This design comes from an exercise in tuning for a short achievable clock period and few clock cycles on the open sky130 flow, not from production work.
In this exercise RTL edits were held to simulation tests only and were not proved equivalent to the original.
The clock port is modelled as an ideal driver; clocking choices that lean on that would not hold on a real chip.
Power is estimated from default activity; no workload was simulated.

## flow/config.mk

```make
export PLATFORM = sky130hd
export DESIGN_NAME = indexed_linked_list_engine
export DESIGN_NICKNAME = indexed_linked_list_engine
export VERILOG_FILES = /design/flow/design.v
export SDC_FILE = /design/flow/constraint.sdc
export NUM_CORES = 4
export LEC_CHECK = 0
export ABC_CLOCK_PERIOD_IN_PS = 2000
export CAP_MARGIN = 20
export CORE_MARGIN = 2
export CORE_UTILIZATION = 60
export PLACE_DENSITY = 0.7
export SETUP_SLACK_MARGIN = 4.2
export SLEW_MARGIN = 20
export TNS_END_PERCENT = 100
```

## flow/constraint.sdc

```tcl
create_clock -name core_clock -period 6.5 [get_ports {clk}]
set_input_delay 1.3000 -clock core_clock [delete_from_list [all_inputs] [get_ports {clk}]]
set_output_delay 1.3000 -clock core_clock [all_outputs]
set_load 0.01 [all_outputs]
```

## flow/design.v

```verilog
`timescale 1ns / 1ps
`default_nettype none
package ille_pkg;
    localparam int CAPACITY = 64;
    localparam int DATA_W   = 32;
    localparam int SLOT_W   = $clog2(CAPACITY);
    localparam int CNT_W    = $clog2(CAPACITY + 1);
    typedef enum logic [1:0] {
        OP_READ     = 2'd0,
        OP_INS_HEAD = 2'd1,
        OP_INS_TAIL = 2'd2,
        OP_REMOVE   = 2'd3
    } op_t;
    localparam logic [1:0] ST_OK        = 2'd0;
    localparam logic [1:0] ST_BAD_INDEX = 2'd1;
    localparam logic [1:0] ST_FULL      = 2'd2;
    typedef struct packed {
        op_t                opcode;
        logic [15:0]        index;
        logic signed [31:0] value;
    } req_t;
    typedef struct packed {
        logic [1:0]         status;
        logic signed [31:0] read_value;
        logic [6:0]         list_count;
    } rsp_t;
    typedef struct packed {
        logic              en;
        logic [SLOT_W-1:0] addr;
        logic [SLOT_W-1:0] data;
    } link_wr_t;
endpackage
`default_nettype wire
`timescale 1ns / 1ps
`default_nettype none
module ille_ram #(
    parameter int DEPTH = 64,
    parameter int WIDTH = 32
) (
    input  wire logic                     clk,
    input  wire logic                     we,
    input  wire logic [$clog2(DEPTH)-1:0] waddr,
    input  wire logic [WIDTH-1:0]         wdata,
    input  wire logic [$clog2(DEPTH)-1:0] raddr,
    output logic      [WIDTH-1:0]         rdata
);
    logic [WIDTH-1:0] mem [DEPTH];
    always_ff @(posedge clk)
    begin
        if (we)
        begin
            mem[waddr] <= wdata;
        end
        rdata <= mem[raddr];
    end
endmodule
`default_nettype wire
`timescale 1ns / 1ps
`default_nettype none
module ille_link_mem (
    input  wire logic                     clk,
    input  wire logic                     rst_n,
    input  wire ille_pkg::link_wr_t       wr,
    input  wire logic [ille_pkg::SLOT_W-1:0] raddr,
    output logic      [ille_pkg::SLOT_W-1:0] rdata
);
    logic [ille_pkg::SLOT_W-1:0]   mem [ille_pkg::CAPACITY];
    logic [ille_pkg::CAPACITY-1:0] valid_reg;
    logic [ille_pkg::SLOT_W-1:0]   ram_q;
    logic [ille_pkg::SLOT_W-1:0]   addr_q;
    logic                valid_q;
    logic [ille_pkg::SLOT_W-1:0]   chain_next;
    always_ff @(posedge clk)
    begin
        if (wr.en)
        begin
            mem[wr.addr] <= wr.data;
        end
        ram_q  <= mem[raddr];
        addr_q <= raddr;
    end
    always_ff @(posedge clk or negedge rst_n)
    begin
        if (!rst_n)
        begin
            valid_reg <= '0;
            valid_q   <= 1'b0;
        end
        else
        begin
            if (wr.en)
            begin
                valid_reg[wr.addr] <= 1'b1;
            end
            valid_q <= valid_reg[raddr];
        end
    end
    assign chain_next = (addr_q == ille_pkg::SLOT_W'(ille_pkg::CAPACITY - 1)) ? '0 : addr_q + ille_pkg::SLOT_W'(1);
    assign rdata      = valid_q ? ram_q : chain_next;
endmodule
`default_nettype wire
`timescale 1ns / 1ps
`default_nettype none
module indexed_linked_list_engine (
    input  wire logic        clk,
    input  wire logic        rst_n,
    input  wire logic        req_valid,
    output logic             req_ready,
    input  wire logic [1:0]  req_opcode,
    input  wire logic [15:0] req_index,
    input  wire logic [31:0] req_value,
    output logic             rsp_valid,
    input  wire logic        rsp_ready,
    output logic [1:0]       rsp_status,
    output logic [31:0]      rsp_read_value,
    output logic [6:0]       rsp_list_count
);
    localparam int CAP  = ille_pkg::CAPACITY;
    localparam int DW   = ille_pkg::DATA_W;
    localparam int SW   = ille_pkg::SLOT_W;
    localparam int CW   = ille_pkg::CNT_W;
    localparam int QD   = 6;                  
    localparam int RW   = 2 + DW + CW;        
    logic            busy_q;      
    logic            accept;
    logic            idx_small;
    logic [5:0]      idx6;
    logic [CAP-1:0]  oh_in;
    logic [CAP-1:0]  ge_in;
    logic            a_valid;
    logic            a_rd, a_insh, a_inst, a_rem;
    logic [CAP-1:0]  a_oh;        
    logic            a_small;     
    logic [5:0]      a_idx;
    logic [CAP-1:0]  a_ge;        
    logic [DW-1:0]   a_val;
    assign accept    = req_valid && !busy_q;
    assign idx_small = (req_index[15:6] == 10'd0);
    assign idx6      = req_index[5:0];
    always_comb
    begin
        for (int k = 0; k < CAP; k++)
        begin
            oh_in[k] = idx_small && (idx6 == 6'(k));
            ge_in[k] = idx_small && (6'(k) >= idx6);
        end
    end
    always_ff @(posedge clk or negedge rst_n)
    begin
        if (!rst_n)
        begin
            a_valid <= 1'b0;
            a_rd    <= 1'b0;
            a_insh  <= 1'b0;
            a_inst  <= 1'b0;
            a_rem   <= 1'b0;
        end
        else
        begin
            a_valid <= accept;
            a_rd    <= accept && (req_opcode == 2'd0);
            a_insh  <= accept && (req_opcode == 2'd1);
            a_inst  <= accept && (req_opcode == 2'd2);
            a_rem   <= accept && (req_opcode == 2'd3);
        end
    end
    always_ff @(posedge clk)
    begin
        a_oh  <= oh_in;
        a_small <= idx_small;
        a_idx <= idx6;
        a_ge  <= (accept && (req_opcode == 2'd3)) ? ge_in : '0;
        a_val <= req_value;
    end
    logic [CAP-1:0]          t_q;         
    logic [CW-1:0]           n_q;
    logic [CAP-1:0][SW-1:0]  pos_q;
    logic            full;
    logic            in_range;
    logic            inc, dec;
    logic            insh_ok, inst_ok;
    logic [CAP-1:0]  t_lo;        
    logic [CAP-1:0]  t_hi;        
    logic [CW-1:0]   n_next;
    logic [SW-1:0]   pos_i;       
    logic [CAP-1:0]  from_prev;   
    logic [CAP-1:0]  from_last;   
    assign full     = t_q[CAP-1];
    assign in_range = a_small && ({1'b0, a_idx} < n_q);
    assign insh_ok  = a_insh && !full;
    assign inst_ok  = a_inst && !full;
    assign inc      = insh_ok || inst_ok;
    assign dec      = a_rem && in_range;
    assign t_lo     = {t_q[CAP-2:0], 1'b1};
    assign t_hi     = {1'b0, t_q[CAP-1:1]};
    always_comb
    begin
        pos_i = '0;
        for (int k = 0; k < CAP; k++)
        begin
            pos_i = pos_i | (pos_q[k] & {SW{a_oh[k]}});
        end
    end
    always_comb
    begin
        for (int k = 0; k < CAP; k++)
        begin
            from_prev[k] = (k != 0) && (insh_ok || (inst_ok && !t_lo[k]));
            from_last[k] = ((k == 0) && insh_ok) || (inst_ok && t_lo[k] && !t_q[k]);
        end
    end
    always_comb
    begin
        if (inc)
            n_next = n_q + CW'(1);
        else if (dec)
            n_next = n_q - CW'(1);
        else
            n_next = n_q;
    end
    always_ff @(posedge clk or negedge rst_n)
    begin
        if (!rst_n)
        begin
            t_q <= '0;
            n_q <= '0;
            for (int k = 0; k < CAP; k++)
            begin
                pos_q[k] <= SW'(k);
            end
        end
        else
        begin
            if (inc)
                t_q <= t_lo;
            else if (dec)
                t_q <= t_hi;
            n_q <= n_next;
            for (int k = 0; k < CAP; k++)
            begin
                if (from_prev[k])
                    pos_q[k] <= pos_q[(k == 0) ? 0 : k - 1];
                else if (from_last[k])
                    pos_q[k] <= pos_q[CAP-1];
                else if (a_ge[k])
                    pos_q[k] <= (k == CAP - 1) ? pos_i : pos_q[(k == CAP - 1) ? k : k + 1];
            end
        end
    end
    logic            b_valid;
    logic            b_we;
    logic [SW-1:0]   b_wslot;
    logic            b_rd;
    logic [SW-1:0]   b_rslot;
    logic            b_rdbad;
    logic [DW-1:0]   b_val;
    logic [1:0]      b_status;
    logic [CW-1:0]   b_count;
    always_ff @(posedge clk or negedge rst_n)
    begin
        if (!rst_n)
        begin
            b_valid <= 1'b0;
            b_we    <= 1'b0;
            b_rd    <= 1'b0;
        end
        else
        begin
            b_valid <= a_valid;
            b_we    <= inc;
            b_rd    <= a_rd;
        end
    end
    always_ff @(posedge clk)
    begin
        b_wslot <= pos_q[CAP-1];
        b_rslot <= pos_i;
        b_rdbad <= a_rd && !in_range;
        b_val   <= a_val;
        if (a_rd || a_rem)
            b_status <= in_range ? ille_pkg::ST_OK : ille_pkg::ST_BAD_INDEX;
        else
            b_status <= full ? ille_pkg::ST_FULL : ille_pkg::ST_OK;
        b_count <= n_next;
    end
    logic [CAP-1:0][DW-1:0] mem_q;
    always_ff @(posedge clk)
    begin
        for (int k = 0; k < CAP; k++)
        begin
            if (b_we && (b_wslot == SW'(k)))
                mem_q[k] <= b_val;
        end
    end
    logic            c_valid;
    logic [CAP-1:0]  c_rsel;
    logic            c_rdbad;
    logic [1:0]      c_status;
    logic [CW-1:0]   c_count;
    always_ff @(posedge clk or negedge rst_n)
    begin
        if (!rst_n)
            c_valid <= 1'b0;
        else
            c_valid <= b_valid;
    end
    always_ff @(posedge clk)
    begin
        for (int k = 0; k < CAP; k++)
        begin
            c_rsel[k] <= b_rd && (b_rslot == SW'(k));
        end
        c_rdbad  <= b_rdbad;
        c_status <= b_status;
        c_count  <= b_count;
    end
    localparam int RG = 4;
    localparam int GS = CAP / RG;
    logic [RG-1:0][DW-1:0] rd_part;
    always_comb
    begin
        for (int g = 0; g < RG; g++)
        begin
            rd_part[g] = '0;
            for (int k = g * GS; k < (g + 1) * GS; k++)
            begin
                rd_part[g] = rd_part[g] | (mem_q[k] & {DW{c_rsel[k]}});
            end
        end
    end
    logic                  d_valid;
    logic [RG-1:0][DW-1:0] d_part;
    logic                  d_rdbad;
    logic [1:0]            d_status;
    logic [CW-1:0]         d_count;
    logic [DW-1:0]         d_word;
    logic [RW-1:0]         d_rsp;
    always_ff @(posedge clk or negedge rst_n)
    begin
        if (!rst_n)
            d_valid <= 1'b0;
        else
            d_valid <= c_valid;
    end
    always_ff @(posedge clk)
    begin
        d_part   <= rd_part;
        d_rdbad  <= c_rdbad;
        d_status <= c_status;
        d_count  <= c_count;
    end
    always_comb
    begin
        d_word = d_rdbad ? {DW{1'b1}} : '0;
        for (int g = 0; g < RG; g++)
        begin
            d_word = d_word | d_part[g];
        end
    end
    assign d_rsp = {d_status, d_word, d_count};
    localparam int FD = 8;
    logic [FD-1:0][RW-1:0] f_mem;
    logic [FD-1:0]         f_wp, f_rp;   
    logic [FD-1:0]         f_rp1;        
    logic [3:0]            f_cnt;
    logic [RW-1:0]         out_q;
    logic                  out_v;
    logic                  take;
    logic [2:0]            occ_q;
    logic [2:0]            occ_next;
    logic [RW-1:0]         head_stay;    
    logic [RW-1:0]         head_next;    
    logic                  v_stay;       
    logic                  v_next;       
    assign take  = out_v && rsp_ready;
    assign f_rp1 = {f_rp[FD-2:0], f_rp[FD-1]};
    always_comb
    begin
        head_stay = '0;
        head_next = '0;
        for (int k = 0; k < FD; k++)
        begin
            head_stay = head_stay | (f_mem[k] & {RW{f_rp[k]}});
            head_next = head_next | (f_mem[k] & {RW{f_rp1[k]}});
        end
        if (d_valid && |(f_wp & f_rp))
            head_stay = d_rsp;
        if (d_valid && |(f_wp & f_rp1))
            head_next = d_rsp;
    end
    assign v_stay = (f_cnt != 4'd0) || d_valid;
    assign v_next = (f_cnt > 4'd1) || ((f_cnt == 4'd1) && d_valid);
    always_ff @(posedge clk)
    begin
        for (int k = 0; k < FD; k++)
        begin
            if (d_valid && f_wp[k])
                f_mem[k] <= d_rsp;
        end
        out_q <= take ? head_next : head_stay;
    end
    always_ff @(posedge clk or negedge rst_n)
    begin
        if (!rst_n)
        begin
            f_wp  <= FD'(1);
            f_rp  <= FD'(1);
            f_cnt <= '0;
            out_v <= 1'b0;
        end
        else
        begin
            if (d_valid)
                f_wp <= {f_wp[FD-2:0], f_wp[FD-1]};
            if (take)
                f_rp <= f_rp1;
            f_cnt <= f_cnt + 4'(d_valid) - 4'(take);
            out_v <= take ? v_next : v_stay;
        end
    end
    always_comb
    begin
        occ_next = occ_q;
        if (accept && !take)
            occ_next = occ_q + 3'd1;
        else if (!accept && take)
            occ_next = occ_q - 3'd1;
    end
    always_ff @(posedge clk or negedge rst_n)
    begin
        if (!rst_n)
        begin
            occ_q  <= '0;
            busy_q <= 1'b0;
        end
        else
        begin
            occ_q  <= occ_next;
            busy_q <= (occ_next >= 3'(QD));
        end
    end
    assign req_ready      = !busy_q;
    assign rsp_valid      = out_v;
    assign rsp_status     = out_q[RW-1 -: 2];
    assign rsp_read_value = out_q[CW +: DW];
    assign rsp_list_count = out_q[CW-1:0];
endmodule
`default_nettype wire
```

## flow/flow/run.sh

```bash
#!/bin/bash
# Own layout flow: the standard flow (standard.sh, unchanged synthesis), with
#  - port buffers that start as buf_8 rather than the smallest buffer, and a resizer free to pick
#    any buffer size (not only the same footprint);
#  - the clock tree's top level rebuilt after TritonCTS (flow/clock_root.tcl): the clock port
#    drives four quadrant buffers directly instead of one root buffer.
# make's output goes to flow_make.log; each ORFS step's own log is under orfs/logs.
set -euo pipefail
here="$(cd "$(dirname "${BASH_SOURCE[0]}")" && pwd)"
export BUFFER_PORTS_ARGS="-buffer_cell sky130_fd_sc_hd__buf_8"
export CTS_ARGS="-sink_clustering_enable -repair_clock_nets -buf_list sky130_fd_sc_hd__clkbuf_16"
export PRE_CTS_TCL="$here/pre_cts.tcl"
bash standard.sh MATCH_CELL_FOOTPRINT=0 ${LOCAL_TARGETS:-finish} > flow_make.log 2>&1
```

## flow/flow/clock_root.tcl

```tcl
proc clock_root_by_quadrant {} {
  set block [ord::get_db_block]
  set clknet [$block findNet clk]
  set loads [$clknet getITerms]
  if {[llength $loads] != 1} { puts "clock_root: clk has [llength $loads] loads, left as is"; return }
  set root [[lindex $loads 0] getInst]
  set rootout ""
  foreach it [$root getITerms] { if {[$it isOutputSignal]} { set rootout [$it getNet] } }
  set mids {}
  foreach it [$rootout getITerms] {
    if {[$it getInst] ne $root} {
      if {![$it isInputSignal]} { puts "clock_root: odd pin on root net, left as is"; return }
      lappend mids [$it getInst]
    }
  }
  if {[llength $mids] < 1} { return }
  # Centre of the first-level buffers.
  set cx 0; set cy 0
  foreach m $mids { set l [$m getLocation]; set cx [expr {$cx + [lindex $l 0]}]; set cy [expr {$cy + [lindex $l 1]}] }
  set cx [expr {$cx / [llength $mids]}]; set cy [expr {$cy / [llength $mids]}]
  array set grp {}
  foreach m $mids {
    set l [$m getLocation]
    set q [expr {([lindex $l 0] >= $cx ? 1 : 0) + ([lindex $l 1] >= $cy ? 2 : 0)}]
    lappend grp($q) $m
  }
  # Detach the root.
  foreach it [$rootout getITerms] { $it disconnect }
  [lindex $loads 0] disconnect
  odb::dbInst_destroy $root
  odb::dbNet_destroy $rootout
  foreach q [array names grp] {
    set ms $grp($q)
    set keep [lindex $ms 0]
    set keepout ""
    foreach it [$keep getITerms] { if {[$it isOutputSignal]} { set keepout [$it getNet] } }
    foreach m [lrange $ms 1 end] {
      set mout ""
      set min ""
      foreach it [$m getITerms] {
        if {[$it isOutputSignal]} { set mout [$it getNet] } elseif {[$it isInputSignal]} { set min $it }
      }
      foreach it [$mout getITerms] {
        if {[$it getInst] ne $m} { $it disconnect; $it connect $keepout }
      }
      foreach it [$m getITerms] { $it disconnect }
      odb::dbInst_destroy $m
      odb::dbNet_destroy $mout
    }
    # Place the kept buffer at the centre of its loads.
    set sx 0; set sy 0; set n 0
    foreach it [$keepout getITerms] {
      if {[$it getInst] ne $keep} {
        set l [[$it getInst] getLocation]
        set sx [expr {$sx + [lindex $l 0]}]; set sy [expr {$sy + [lindex $l 1]}]; incr n
      }
    }
    if {$n > 0} { $keep setLocation [expr {$sx / $n}] [expr {$sy / $n}] }
    foreach it [$keep getITerms] { if {[$it isInputSignal]} { $it connect $clknet } }
    puts "clock_root: [$keep getName] drives $n pins"
  }
  puts "clock_root: port drives [llength [$clknet getITerms]] pins"
}
```

## flow/flow/pre_cts.tcl

```tcl
# Runs before ORFS's CTS step: wraps clock_tree_synthesis so that the tree's top level is rebuilt
# (clock_root.tcl) right after TritonCTS, before the step's placement legalisation and repair.
source [file join [file dirname [info script]] clock_root.tcl]
if {[llength [info commands orig_clock_tree_synthesis]] == 0} {
  rename clock_tree_synthesis orig_clock_tree_synthesis
  proc clock_tree_synthesis {args} {
    orig_clock_tree_synthesis {*}$args
    clock_root_by_quadrant
  }
}
```

## flow/standard.sh

```bash
#!/bin/bash
# synth_recipe.tcl (not shown) runs the flow's synth.tcl, then flattens the netlist and writes it again
# the make line also repeats each setting of config.mk as NAME=value (left out here)
make -C /OpenROAD-flow-scripts/flow DESIGN_CONFIG=/design/flow/config.mk WORK_HOME=/design/flow/orfs CLKGATE_MAP_FILE= SYNTH_SCRIPT=/design/flow/synth_recipe.tcl "${@:-finish}"
```

==> run summary, run 1 <==
- Tightest slew margin relative to the limit: 0.204
- Total power density per cell area: 337 mW/mm^2
- Layout overhead on the synthesized area: 15.7%
- Hold violation count in the final report: 0
- FF-to-FF path depth: 5
- Unrepaired setup endpoints after global routing: true
- Via Count: 88400
- Fin nets: 9520
- Sequential area share after synthesis: 0.729
- Mapped Avg Cell Area: 14.0 sq um
- Relative contribution of combinational cells to total power: 0.089
- Post-synth EDFFs: 2376
- Total gr overflow: 0
- Fraction of power spent switching nets: 0.275
- Clock Power Share: 0.369
- Number of nets with antenna violations after detailed routing: 0
- Total area of multi-input combinational cells: 0.0333 sq mm
- Count of distinct cell types in the synthesized netlist: 64
- I/O pins: 97
- Final setup violation count: 0
- Result of the run: no timing/DRC/antenna violations
- Source-to-sink clock delay at the later pin of the worst-skew pair: 0.65 ns
- Setup TNS after final layout: 0 ns
- Sequential Area: 0.0936 sq mm
- Nature of the critical path endpoint: register
- Design internal power: 0.0362 W
- Actual transition at the worst max-transition pin: 1.19 ns
- Switching power: 0.0137 W
- Fraction of final layout cells with drive strength greater than 1: 0.182
- Core footprint: 0.212 sq mm
- DP HPWL: 259000 microns
- Gate Count Post-Synth: 9162
- Most common cell after layout, fill and taps aside: sky130_fd_sc_hd__edfxtp_1
- Starting Density: 0.604
- Power share of the sequential group: 0.542
- Primary flip-flop cell chosen by synthesis mapping: sky130_fd_sc_hd__edfxtp_1
- Total number of yosys warnings: 1
- First-pass GRT wire length: 612000 microns
- Vias per inst: 7.04
- Max-capacitance violation count: 0
- RD Place Congestion: 1.07
- Floorplan die width: 466 microns
- Final Cycle Share: 0.387
- TritonCTS clock tree: yes
- Post-synthesis instance area: 0.128 sq mm
- Post-Route Utilization: 0.698
- P_leak: 52.4 nW
- Iteration-0 DRC Markers: 12800
- Routed wire per std cell: 35.3 microns
- Peak supply drop: 0.000296 V
- TritonCTS Buffers: 346
- Number of antenna violations at the first check in global routing: 20
- Clock transition time at the flip-flop clock pins of the worst setup and hold paths: 0.07 ns
- Number of global-route vias before repair: 82800
- Asr flop ratio synth: 0.147
- Min-delay worst type: register to register
- Pins over their slew limit: 0
- Final critical path time including I/O delays and setup: 2.52 ns
- Synth Register Bits: 3340
- Detailed-route wire length: 443000 microns
- Hold Path Depth: 0
- GRT Total Usage: 0.397
- DRT Pass-1 Iters: 7
- IO Port Bufs: 96
- Total nets after synthesis: 9232
- Final Skew: 0.0723 ns
- Critical path startpoint category: register
- Sinks on the clock net: 3340
- Highest-count cells in the layout ignoring fill and taps: 2376 x sky130_fd_sc_hd__edfxtp_1, 912 x sky130_fd_sc_hd__nor2_1, 773 x sky130_fd_sc_hd__a21oi_1
- Largest driver fanout on the critical path: 4
- Critical path data arrival time: 3.07 ns
- Worst path required time: 7.05 ns
- Number of DRC violations after detailed routing: 0
- Core Rows: 169
- Largest net degree at the start of global routing: 149
- Y dimension of the die: 466 microns
- Filler Cells Inserted: 13900
- Classification of the worst setup path: register to register
- Total Die Area: 0.217 sq mm
- Max Clock Freq: 397 MHz
==> cell families (layout without fill, tap and decap cells) <==
logic type | Yosys count | in the layout | share of synthesized area
mux | 32 | 32 | 0.00268
xor+xnor | 11 | 11 | 0.000753
fa+ha+maj | 16 | 16 | 0.00162
flops | 3340 | 3340 | 0.729
other cells | 0 | 12 | 0
buf+inv | 1059 | 1613 | 0.0320
simple gates | 1748 | 1752 | 0.0644
compound gates | 2956 | 2956 | 0.169
==> critical path, stage by stage (launching register included) <==
cell and delay, ns:
sky130_fd_sc_hd__dfrtp_1 0.65, sky130_fd_sc_hd__a22o_1 0.33, sky130_fd_sc_hd__a221oi_2 0.33, sky130_fd_sc_hd__nand4_1 0.17
sky130_fd_sc_hd__or4_4 0.60, sky130_fd_sc_hd__a221o_1 0.34
==> final timing paths <==
kind | start | to | slack (ns)
min in group asynchronous | rst_n | f_rp[7] | 0.65
hold reg to reg | b_count[1] | c_count[1] | 0.30
hold / removal | b_count[1] | c_count[1] | 0.30
setup / recovery | pos_q[58] | pos_q[382] | 3.98
max in group asynchronous | rst_n | pos_q[309] | 4.34
setup reg to reg | pos_q[58] | pos_q[382] | 3.98
==> Yosys cell counts, types with 23 or more instances <==
cell type,n,area [sq um]
sky130_fd_sc_hd__edfxtp_1,2376,71300
sky130_fd_sc_hd__nor2_1,980,3680
sky130_fd_sc_hd__a21oi_1,860,4300
sky130_fd_sc_hd__a22o_1,605,5300
sky130_fd_sc_hd__a221oi_1,603,5280
sky130_fd_sc_hd__clkbuf_1,483,1810
sky130_fd_sc_hd__dfxtp_1,474,9490
sky130_fd_sc_hd__inv_1,459,1720
sky130_fd_sc_hd__a211oi_1,360,2700
sky130_fd_sc_hd__a22oi_1,345,2590
sky130_fd_sc_hd__dfrtp_1,296,7410
sky130_fd_sc_hd__nand4_1,238,1490
sky130_fd_sc_hd__dfstp_2,194,5100
sky130_fd_sc_hd__nand2_1,185,694
sky130_fd_sc_hd__buf_2,85,425
sky130_fd_sc_hd__nand3_1,85,425
sky130_fd_sc_hd__nor3_1,62,310
sky130_fd_sc_hd__o221ai_1,59,517
sky130_fd_sc_hd__or3b_1,59,517
sky130_fd_sc_hd__nor3_2,57,571
sky130_fd_sc_hd__o21ai_0,37,185
sky130_fd_sc_hd__a221o_1,35,350
sky130_fd_sc_hd__buf_1,27,101
sky130_fd_sc_hd__mux2i_1,23,230
==> metal layers <==
metal	wire, microns	vias to the layer above	GRT usage	share of wire
li1	-	36600	-	-
met1	161000	44600	0.529	0.36
met2	202000	5982	0.615	0.46
met3	50900	1259	0.0912	0.11
met4	28300	10	0.208	0.064
met5	82	-	0	0.00019
==> stage by stage <==
step	setup WS, ns	hold WS [ns]	instance area (sq um)	cells	total power, W
after global routing	4.02	0.299	148000	12500	0.0510
final	3.98	0.296	148000	12600	0.0499
after global placement	3.08	0.310	133000	11700	0.0310
after CTS	4.04	0.301	146000	12300	0.0494
after detailed placement	3.08	0.312	133000	11700	0.0312
after floorplan	3.68	0.310	129000	9162	0.0282
==> layout make-up <==
type                            instances  share of cell area
Sequential cell                      3340               0.632
Multi-Input combinational cell       4767               0.225
Clock buffer                          338              0.0571
Timing Repair Buffer                  547              0.0373
Tap cell                             2821              0.0238
Clock inverter                        267              0.0127
Inverter                              461              0.0118
Antenna cell                           12            0.000203
==> sequential cells by signal, indices dropped and copies added, names as in the netlist, 64 cells and up <==
| register | cells |
|---|---|
| a_ge | 64 |
| a_oh | 64 |
| c_rsel | 64 |
| d_part | 128 |
| f_mem | 328 |
| mem_q | 2048 |
| pos_q | 384 |
| t_q | 64 |
==> power by group through the flow <==
stage	combinational [W]	clock [W]	sequential, W
global placement	0.00373	0	0.0273
detailed placement	0.00386	0	0.0273
floorplan	0.00249	0	0.0257
global route	0.00475	0.0193	0.0270
finish	0.00443	0.0184	0.0271
CTS	0.00413	0.0184	0.0269
==> repair_timing <==
action	4_1_cts	5_1_grt
pin swaps	28	63
hold buffers	0	0
gates cloned	5	3
setup buffers	39	197
endpoints found under the setup margin	2073	1593
resized for setup	419	129
Testbench counts, summed over its fixed seeds: cycles 12,040.
==> run 2, diff against run 1 <==
--- a/flow/design.v
+++ b/flow/design.v
@@ -242,7 +242,7 @@
                     pos_q[k] <= pos_q[(k == 0) ? 0 : k - 1];
                 else if (from_last[k])
                     pos_q[k] <= pos_q[CAP-1];
-                else if (a_ge[k])
+                else if (a_rem && a_ge[k])
                     pos_q[k] <= (k == CAP - 1) ? pos_i : pos_q[(k == CAP - 1) ? k : k + 1];
             end
         end
@@ -429,15 +429,13 @@
     always_ff @(posedge clk or negedge rst_n)
     begin
         if (!rst_n)
-        begin
-            occ_q  <= '0;
-            busy_q <= 1'b0;
-        end
+            occ_q <= '0;
         else
-        begin
-            occ_q  <= occ_next;
-            busy_q <= (occ_next >= 3'(QD));
-        end
+            occ_q <= occ_next;
+    end
+    always_ff @(posedge clk)
+    begin
+        busy_q <= (occ_next >= 3'(QD));
     end
     assign req_ready      = !busy_q;
     assign rsp_valid      = out_v;
==> run summary, run 2 <==
- DRT Pass-1 Iters: 10 (was 7)
- I/O pins: 97 (unchanged)
- GRT met3 Usage: 0.101 (was 0.0912)
- Met2 track demand over resource: 0.633 (was 0.615)
- Biggest regs: mem_q (2048), pos_q (384), f_mem (328) (unchanged)
- Tightest slew margin relative to the limit: 0.156 (was 0.204)
- Gate Count Post-Synth: 9056 (was 9162)
- Total nets after synthesis: 9126 (was 9232)
- Min-delay worst type: register to register (unchanged)
- GRT Total Usage: 0.420 (was 0.397)
- Total gr overflow: 0 (unchanged)
- Register containing the most flip-flops in the final layout: mem_q (unchanged)
- Via Count: 88900 (was 88400)
- Peak supply drop: 0.000342 V (was 0.000296 V)
- Post-synth EDFFs: 2376 (unchanged)
- Core Rows: 169 (unchanged)
- Final setup violation count: 0 (unchanged)
- Placed Cells incl. Taps: 11600 (was 11700)
- P_leak: 48.9 nW (was 52.4 nW)
- Count of distinct cell types in the synthesized netlist: 72 (was 64)
- Sinks on the clock net: 3340 (unchanged)
- Unrepaired setup endpoints after global routing: true (unchanged)
- Final Skew: 0.0827 ns (was 0.0723 ns)
- Worst path required time: 7.04 ns (was 7.05 ns)
- Mapped Avg Cell Area: 14.1 sq um (was 14.0 sq um)
- Launching instance or port of the critical path: a_oh[62] (was pos_q[58])
- Synth Register Bits: 3340 (unchanged)
- Sequential area share after synthesis: 0.731 (was 0.729)
- Clock transition time at the flip-flop clock pins of the worst setup and hold paths: 0.06 ns (was 0.07 ns)
- Pins over their slew limit: 0 (unchanged)
- Starting Density: 0.603 (was 0.604)
- First-pass GRT wire length: 641000 microns (was 612000 microns)
- Core footprint: 0.212 sq mm (about the same)
- Area share of the largest cell type after synthesis: 0.559 (was 0.557)
- Detailed-route wire length: 464000 microns (was 443000 microns)
- Primary flip-flop cell chosen by synthesis mapping: sky130_fd_sc_hd__edfxtp_1 (unchanged)
- Vias per inst: 7.19 (was 7.04)
- Floorplan die width: 465 microns (was 466 microns)
- Number of nets with antenna violations after detailed routing: 0 (unchanged)
- TritonCTS clock tree: yes (unchanged)
- Largest net degree at the start of global routing: 147 (was 149)
- Max-capacitance violation count: 0 (unchanged)
- Max Clock Freq: 403 MHz (was 397 MHz)
- RD Place Congestion: 1.08 (was 1.07)
- Classification of the worst setup path: register to register (unchanged)
- Layout overhead on the synthesized area: 14.4% (was 15.7%)
- Total number of yosys warnings: 1 (unchanged)
- Largest register FFs: 2048 (unchanged)
- Highest-utilization routing layer at the global route stage: met2 (unchanged)
- Number of global-route vias before repair: 82900 (was 82800)
- Number of DRC violations after detailed routing: 0 (unchanged)
- Actual transition at the worst max-transition pin: 1.26 ns (was 1.19 ns)
- Result of the run: no timing/DRC/antenna violations (unchanged)
- Reg2reg start: a_oh[62] (was pos_q[58])
- Most instantiated library cell after synthesis: sky130_fd_sc_hd__edfxtp_1 (unchanged)
- Post-Route Utilization: 0.689 (was 0.698)
- DP HPWL: 271000 microns (was 259000 microns)
- Iteration-0 DRC Markers: 13000 (was 12800)
- Nature of the critical path endpoint: register (unchanged)
- Y dimension of the die: 465 microns (was 466 microns)
- Asr flop ratio synth: 0.146 (was 0.147)
- Critical path startpoint category: register (unchanged)
- Final Cycle Share: 0.382 (was 0.387)
- Source-to-sink clock delay at the later pin of the worst-skew pair: 0.68 ns (was 0.65 ns)
- Hold buffers post-CTS: 0 (unchanged)
- Total power density per cell area: 349 mW/mm^2 (was 337 mW/mm^2)
- TritonCTS Buffers: 346 (unchanged)
- Met1 GRT Util: 0.571 (was 0.529)
- Top cells by instance count after synthesis: 2376 x sky130_fd_sc_hd__edfxtp_1, 822 x sky130_fd_sc_hd__nand2_1, 740 x sky130_fd_sc_hd__a21oi_1, 557 x sky130_fd_sc_hd__a22o_1, 556 x sky130_fd_sc_hd__a221oi_1 (was 2376 x sky130_fd_sc_hd__edfxtp_1, 980 x sky130_fd_sc_hd__nor2_1, 860 x sky130_fd_sc_hd__a21oi_1, 605 x sky130_fd_sc_hd__a22o_1, 603 x sky130_fd_sc_hd__a221oi_1)
- Hold violation count in the final report: 0 (unchanged)
- Most common cell after layout, fill and taps aside: sky130_fd_sc_hd__edfxtp_1 (unchanged)
- Post-synthesis instance area: 0.128 sq mm (about the same)
- Critical path data arrival time: 3.03 ns (was 3.07 ns)
- Library cell occupying the most area in the post-synthesis netlist: sky130_fd_sc_hd__edfxtp_1 (unchanged)
- Final critical path time including I/O delays and setup: 2.48 ns (was 2.52 ns)
- Fraction of final layout cells with drive strength greater than 1: 0.166 (was 0.182)
- Highest-count cells in the layout ignoring fill and taps: 2376 x sky130_fd_sc_hd__edfxtp_1, 814 x sky130_fd_sc_hd__nand2_1, 724 x sky130_fd_sc_hd__a21oi_1 (was 2376 x sky130_fd_sc_hd__edfxtp_1, 912 x sky130_fd_sc_hd__nor2_1, 773 x sky130_fd_sc_hd__a21oi_1)
- Placed cell areas: 0.133 sq mm (about the same)
- Cell types occupying the most area after synthesis: sky130_fd_sc_hd__edfxtp_1 56%, sky130_fd_sc_hd__dfxtp_1 7.4%, sky130_fd_sc_hd__dfrtp_1 5.8%, sky130_fd_sc_hd__dfstp_2 4.0%, sky130_fd_sc_hd__a22o_1 3.8% (was sky130_fd_sc_hd__edfxtp_1 56%, sky130_fd_sc_hd__dfxtp_1 7.4%, sky130_fd_sc_hd__dfrtp_1 5.8%, sky130_fd_sc_hd__a22o_1 4.1%, sky130_fd_sc_hd__a221oi_1 4.1%)
- Hold path start: b_count[1] (unchanged)
- Fin nets: 9326 (was 9520)
- Setup TNS after final layout: 0 ns (unchanged)
- Filler-free cell count of the finished design: 12400 (was 12600)
- IO Port Bufs: 96 (unchanged)
- Final design instance area without fill: 0.146 sq mm (was 0.148 sq mm)
- Routed wire per std cell: 37.5 microns (was 35.3 microns)
- Number of antenna violations at the first check in global routing: 28 (was 20)
- Largest driver fanout on the critical path: 6 (was 4)
- Total Die Area: 0.217 sq mm (about the same)
## run 2: metrics by stage
step | setup WS, ns | hold WS [ns] | power (W)
2_1_floorplan | 3.74 | 0.310 | 0.0290
3_3_place_gp | 2.85 | 0.310 | 0.0323
3_5_place_dp | 2.83 | 0.312 | 0.0324
4_1_cts | 3.98 | 0.312 | 0.0505
5_1_grt | 3.99 | 0.311 | 0.0522
6_report | 4.02 | 0.321 | 0.0510
## run 2: area by class of cell
cell class              count  area [sq um]
well taps                2821          3530
diodes                     15          37.5
fillers                 14300         65800
clock buffers             341          8530
repair buffers            456          5000
clock inverters           268          1700
inverters                  46           198
flip-flops and latches   3340         93500
multi-input cells        5079         33500
## run 2: routing by layer
| metal | share of wire | up-vias |
|---|---|---|
| li1 | - | 36200 |
| met1 | 0.36 | 44700 |
| met2 | 0.45 | 6761 |
| met3 | 0.13 | 1250 |
| met4 | 0.064 | 16 |
| met5 | 0.00026 | - |
## run 2: what timing repair did
item                       4_1_cts  5_1_grt
cloned                           8        4
gates resized for setup        251      126
setup endpoints to repair     1812     1488
pin swaps                       14       24
buffers inserted                64       53
## run 2: logic make-up after synthesis
family,count (synthesis),synth area share
fa+ha+maj,16,0.00163
mux,156,0.0123
flops,3340,0.731
compound gates,2922,0.162
buf+inv,642,0.0217
xor+xnor,11,0.000754
simple gates,1969,0.0709
## run 2: worst paths after layout
kind	end	slack [ns]	depth (start not counted)
hold reg to reg	c_count[1]	0.32	0
hold / removal	c_count[1]	0.32	0
setup / recovery	pos_q[379]	4.02	5
setup reg to reg	pos_q[379]	4.02	5
max in group asynchronous	t_q[63]	4.42	2
min in group asynchronous	pos_q[71]	0.62	1
## run 2: worst max-delay path: stages (launching register included)
cell and delay, ns:
sky130_fd_sc_hd__dfxtp_1 0.50, sky130_fd_sc_hd__a22o_1 0.30, sky130_fd_sc_hd__a221oi_1 0.52, sky130_fd_sc_hd__and4_1 0.44
sky130_fd_sc_hd__and4_1 0.48, sky130_fd_sc_hd__o21ai_0 0.17
## run 2: power by group
| part | leakage (nW) | switching [W] | internal, W |
|---|---|---|---|
| logic | 12.5 | 0.00317 | 0.00172 |
| registers | 31.0 | 0.00336 | 0.0245 |
| clock network | 5.36 | 0.00800 | 0.0102 |
Testbench counts of run 2, summed over its fixed seeds: cycles 12,040.
==> run 3, diff against run 2 <==
--- a/flow/config.mk
+++ b/flow/config.mk
@@ -8,8 +8,8 @@
 export ABC_CLOCK_PERIOD_IN_PS = 2000
 export CAP_MARGIN = 20
 export CORE_MARGIN = 2
-export CORE_UTILIZATION = 60
-export PLACE_DENSITY = 0.7
-export SETUP_SLACK_MARGIN = 4.2
+export CORE_UTILIZATION = 70
+export PLACE_DENSITY = 0.78
+export SETUP_SLACK_MARGIN = 4.3
 export SLEW_MARGIN = 20
 export TNS_END_PERCENT = 100
==> run summary, run 3 <==
- Final design instance area without fill: 0.147 sq mm (was 0.146 sq mm)
- RD Place Congestion: 1.16 (was 1.08)
- Unrepaired setup endpoints after global routing: true (unchanged)
- DRT Pass-1 Iters: 12 (was 10)
- Core footprint: 0.181 sq mm (was 0.212 sq mm)
- Starting Density: 0.706 (was 0.603)
- Post-synth EDFFs: 2376 (unchanged)
- Total nets after synthesis: 9126 (unchanged)
- Detailed-route wire length: 476000 microns (was 464000 microns)
- Iteration-0 DRC Markers: 17500 (was 13000)
- Min-delay worst type: register to register (unchanged)
- Cell types occupying the most area after synthesis: sky130_fd_sc_hd__edfxtp_1 56%, sky130_fd_sc_hd__dfxtp_1 7.4%, sky130_fd_sc_hd__dfrtp_1 5.8%, sky130_fd_sc_hd__dfstp_2 4.0%, sky130_fd_sc_hd__a22o_1 3.8% (unchanged)
- Capturing point of the worst reg2reg path: b_rslot[2] (was pos_q[379])
- Hold Path Depth: 0 (unchanged)
- Actual transition at the worst max-transition pin: 1.31 ns (was 1.26 ns)
- Placed cell areas: 0.132 sq mm (was 0.133 sq mm)
- Count of distinct cell types in the synthesized netlist: 72 (unchanged)
- Critical path data arrival time: 3.13 ns (was 3.03 ns)
- Worst path top cell family by delay: simple AND/OR/NAND/NOR gates (was compound AO/OA/AOI/OAI gates)
- Highest-utilization routing layer at the global route stage: met2 (unchanged)
- Reg2reg setup slack: 3.91 ns (was 4.02 ns)
- Core Rows: 156 (was 169)
- Total gr overflow: 0 (unchanged)
- Most instantiated library cell after synthesis: sky130_fd_sc_hd__edfxtp_1 (unchanged)
- Library cell occupying the most area in the post-synthesis netlist: sky130_fd_sc_hd__edfxtp_1 (unchanged)
- Relative contribution of combinational cells to total power: 0.104 (was 0.096)
- Hold violation count in the final report: 0 (unchanged)
- P_leak: 49.5 nW (was 48.9 nW)
- Reg2reg start: pos_q[296] (was a_oh[62])
- Sinks on the clock net: 3340 (unchanged)
- Synth Register Bits: 3340 (unchanged)
- Pins over their slew limit: 0 (unchanged)
- I/O pins: 97 (unchanged)
- DP HPWL: 249000 microns (was 271000 microns)
- FF-to-FF path depth: 5 (unchanged)
- Total power density per cell area: 348 mW/mm^2 (was 349 mW/mm^2)
- Number of antenna violations at the first check in global routing: 30 (was 28)
- Final setup violation count: 0 (unchanged)
- Post-synthesis instance area: 0.128 sq mm (unchanged)
- GRT Total Usage: 0.493 (was 0.420)
- Hold buffers post-CTS: 0 (unchanged)
- Register containing the most flip-flops in the final layout: mem_q (unchanged)
- Primary flip-flop cell chosen by synthesis mapping: sky130_fd_sc_hd__edfxtp_1 (unchanged)
- Layout overhead on the synthesized area: 15.4% (was 14.4%)
- Placed Cells incl. Taps: 11100 (was 11600)
- Fin nets: 9364 (was 9326)
- Number of nets with antenna violations after detailed routing: 0 (unchanged)
- Largest net degree at the start of global routing: 154 (was 147)
- Source-to-sink clock delay at the later pin of the worst-skew pair: 0.67 ns (was 0.68 ns)
- Peak supply drop: 0.000355 V (was 0.000342 V)
- Gate Count Post-Synth: 9056 (unchanged)
- Routed wire per std cell: 39.9 microns (was 37.5 microns)
- Design internal power: 0.0363 W (was 0.0365 W)
- Critical path startpoint category: register (unchanged)
- Met2 track demand over resource: 0.735 (was 0.633)
- Max Clock Freq: 386 MHz (was 403 MHz)
- TritonCTS Buffers: 330 (was 346)
- Total Power: 0.0513 W (was 0.0510 W)
- Classification of the worst setup path: register to register (unchanged)
- Maximum cell stage delay along the critical path: 0.79 ns (was 0.52 ns)
- Number of global-route vias before repair: 89100 (was 82900)
- Mapped Avg Cell Area: 14.1 sq um (unchanged)
- Highest-count cells in the layout ignoring fill and taps: 2376 x sky130_fd_sc_hd__edfxtp_1, 771 x sky130_fd_sc_hd__nand2_1, 658 x sky130_fd_sc_hd__a21oi_1 (was 2376 x sky130_fd_sc_hd__edfxtp_1, 814 x sky130_fd_sc_hd__nand2_1, 724 x sky130_fd_sc_hd__a21oi_1)
- Worst path required time: 7.04 ns (about the same)
- Floorplan die width: 431 microns (was 465 microns)
- TritonCTS clock tree: yes (unchanged)
- Result of the run: no timing/DRC/antenna violations (unchanged)
- Number of DRC violations after detailed routing: 0 (unchanged)
- Number of buffers and inverters on the critical path: 1 (was 0)
- Fraction of power spent switching nets: 0.292 (was 0.285)
- Biggest regs: mem_q (2048), pos_q (384), f_mem (328) (unchanged)
- Power share of the sequential group: 0.548 (was 0.547)
- End point of the worst hold path: b_val[16] (was c_count[1])
- Hold path start: a_val[16] (was b_count[1])
- Slowest cell on the critical path: sky130_fd_sc_hd__nand4_1 (was sky130_fd_sc_hd__a221oi_1)
- First-pass GRT wire length: 649000 microns (was 641000 microns)
- Total number of yosys warnings: 1 (unchanged)
- Final Skew: 0.0685 ns (was 0.0827 ns)
- Switching power: 0.0150 W (was 0.0145 W)
- Fraction of final layout cells with drive strength greater than 1: 0.187 (was 0.166)
- Filler Cells Inserted: 8599 (was 14300)
- IO Port Bufs: 96 (unchanged)
- Final Cycle Share: 0.399 (was 0.382)
- Nature of the critical path endpoint: register (unchanged)
- Vias per inst: 7.87 (was 7.19)
- Filler-free cell count of the finished design: 11900 (was 12400)
- Worst path cell trace: a22oi_2, nand4_1, nor3_2, and4_4, inv_1 (was a22o_1, a221oi_1, and4_1, and4_1, o21ai_0)
- Sequential area share after synthesis: 0.731 (unchanged)
- Area share of the largest cell type after synthesis: 0.559 (unchanged)
- Y dimension of the die: 431 microns (was 465 microns)
- Final critical path time including I/O delays and setup: 2.59 ns (was 2.48 ns)
- Largest register FFs: 2048 (unchanged)
- Clock Power Share: 0.349 (was 0.357)
- Hold Slack: 0.323 ns (was 0.321 ns)
- Max-capacitance violation count: 0 (unchanged)
- Met1 GRT Util: 0.613 (was 0.571)
- Asr flop ratio synth: 0.146 (unchanged)
- Setup TNS after final layout: 0 ns (unchanged)
- GRT met3 Usage: 0.146 (was 0.101)
- Total Die Area: 0.186 sq mm (was 0.217 sq mm)
- Top cells by instance count after synthesis: 2376 x sky130_fd_sc_hd__edfxtp_1, 822 x sky130_fd_sc_hd__nand2_1, 740 x sky130_fd_sc_hd__a21oi_1, 557 x sky130_fd_sc_hd__a22o_1, 556 x sky130_fd_sc_hd__a221oi_1 (unchanged)
- Largest driver fanout on the critical path: 4 (was 6)
- Most common cell after layout, fill and taps aside: sky130_fd_sc_hd__edfxtp_1 (unchanged)
- Via Count: 94000 (was 88900)
- Tightest slew margin relative to the limit: 0.123 (was 0.156)
- Clock transition time at the flip-flop clock pins of the worst setup and hold paths: 0.06 ns (about the same)
run 3: cell types whose count changed in the layout (fill, tap and decap cells not counted), moves of 19 or more:
| cell | change |
|---|---|
| sky130_fd_sc_hd__a21oi_1 | -66 |
| sky130_fd_sc_hd__a21oi_2 | +64 |
| sky130_fd_sc_hd__buf_4 | -19 |
| sky130_fd_sc_hd__buf_12 | +25 |
| sky130_fd_sc_hd__nand2_1 | -43 |
| sky130_fd_sc_hd__nand2_4 | +31 |
run 3: routing by layer:
layer  wire [microns]  share of wire
met1           146000           0.31
met2           209000           0.44
met3            73500           0.15
met4            47200          0.099
met5              101        0.00021
run 3: through the flow:
step | worst slack (ns) | util
final | 3.91 | 0.815
after global routing | 4.02 | 0.814
after CTS | 4.02 | 0.801
after detailed placement | 2.94 | 0.731
after global placement | 2.97 | 0.731
after floorplan | 3.80 | -
run 3: cells by family (layout without fill, tap and decap cells):
kind of cell,count (synthesis),after routing,share of synthesized area
DFF,3340,3340,0.731
and+or+nand+nor,1969,1972,0.0709
AOI/OAI and AO/OA,2922,2925,0.162
other,0,19,0
muxes,156,156,0.0123
xor gates and xnor gates,11,11,0.000754
buffers and inverters,642,1127,0.0217
adders and majority gates,16,16,0.00163
run 3: worst max path at each step:
stage	slack (ns)	cells past startpoint	from	endpoint
finish	3.91	5	pos_q[296]	b_rslot[2]
global route	4.02	5	pos_q[296]	pos_q[380]
CTS	4.02	1	out_v	rsp_valid
detailed placement	2.94	7	req_index[8]	a_ge[5]
global placement	2.97	7	req_index[8]	a_ge[5]
floorplan	3.80	10	rsp_ready	f_cnt[1]
run 3: final cells by class:
class                           instances  area (sq um)  area share
Sequential cell                      3340         93600       0.635
Multi-Input combinational cell       5080         34600       0.235
Clock buffer                          324          8110      0.0550
Timing Repair Buffer                  509          6260      0.0425
Tap cell                             2370          2970      0.0201
Clock inverter                        248          1590      0.0108
Inverter                               46           204     0.00138
Antenna cell                           19          47.5    0.000323
run 3: what timing repair did:
action / in CTS / in global routing
setup buffers: 90 / 89
gates cloned: 17 / 19
pin swaps: 40 / 113
gates resized for setup: 431 / 285
setup endpoints to repair: 2508 / 2564
run 3: power by group through the flow:
stage	Sequential (W)	Clock (W)	Combinational [W]
floorplan	0.0260	0	0.00306
global placement	0.0279	0	0.00412
detailed placement	0.0279	0	0.00430
CTS	0.0275	0.0176	0.00466
global route	0.0279	0.0185	0.00568
finish	0.0281	0.0179	0.00531

## what the ideal ports hide
The results above use ideal ports. As a check the final layouts listed here were re-extracted and re-timed, cells and wires unchanged.
Step 1 sets driving cells, clkbuf_16 on the clock port and buf_2 on the other inputs (assumed; they add their load-dependent delay and slew).
Step 2 also shifts input and output timing later by t, the mid clock arrival at the registers, as if the neighbouring blocks saw the same clock.
Slacks: ideal ports / drivers / drivers and shift; pairs: ideal ports / drivers.
run | t (ns) | setup slack, ns | latest minus earliest clock arrival (ns) | pins driven straight from the clock port
run 1 | 0.823 | 3.981 / 3.843 / 3.586 | 0.083 / 0.083 | 4
run 2 | 0.837 | 4.016 / 3.813 / 3.446 | 0.102 / 0.102 | 4
run 3 | 0.869 | 3.906 / 3.793 / 3.581 | 0.081 / 0.081 | 4
After both steps every run listed still meets setup and hold. The setup slack of run 2, which loses most, moves by -0.203 ns with the drivers and by -0.570 ns with both steps.
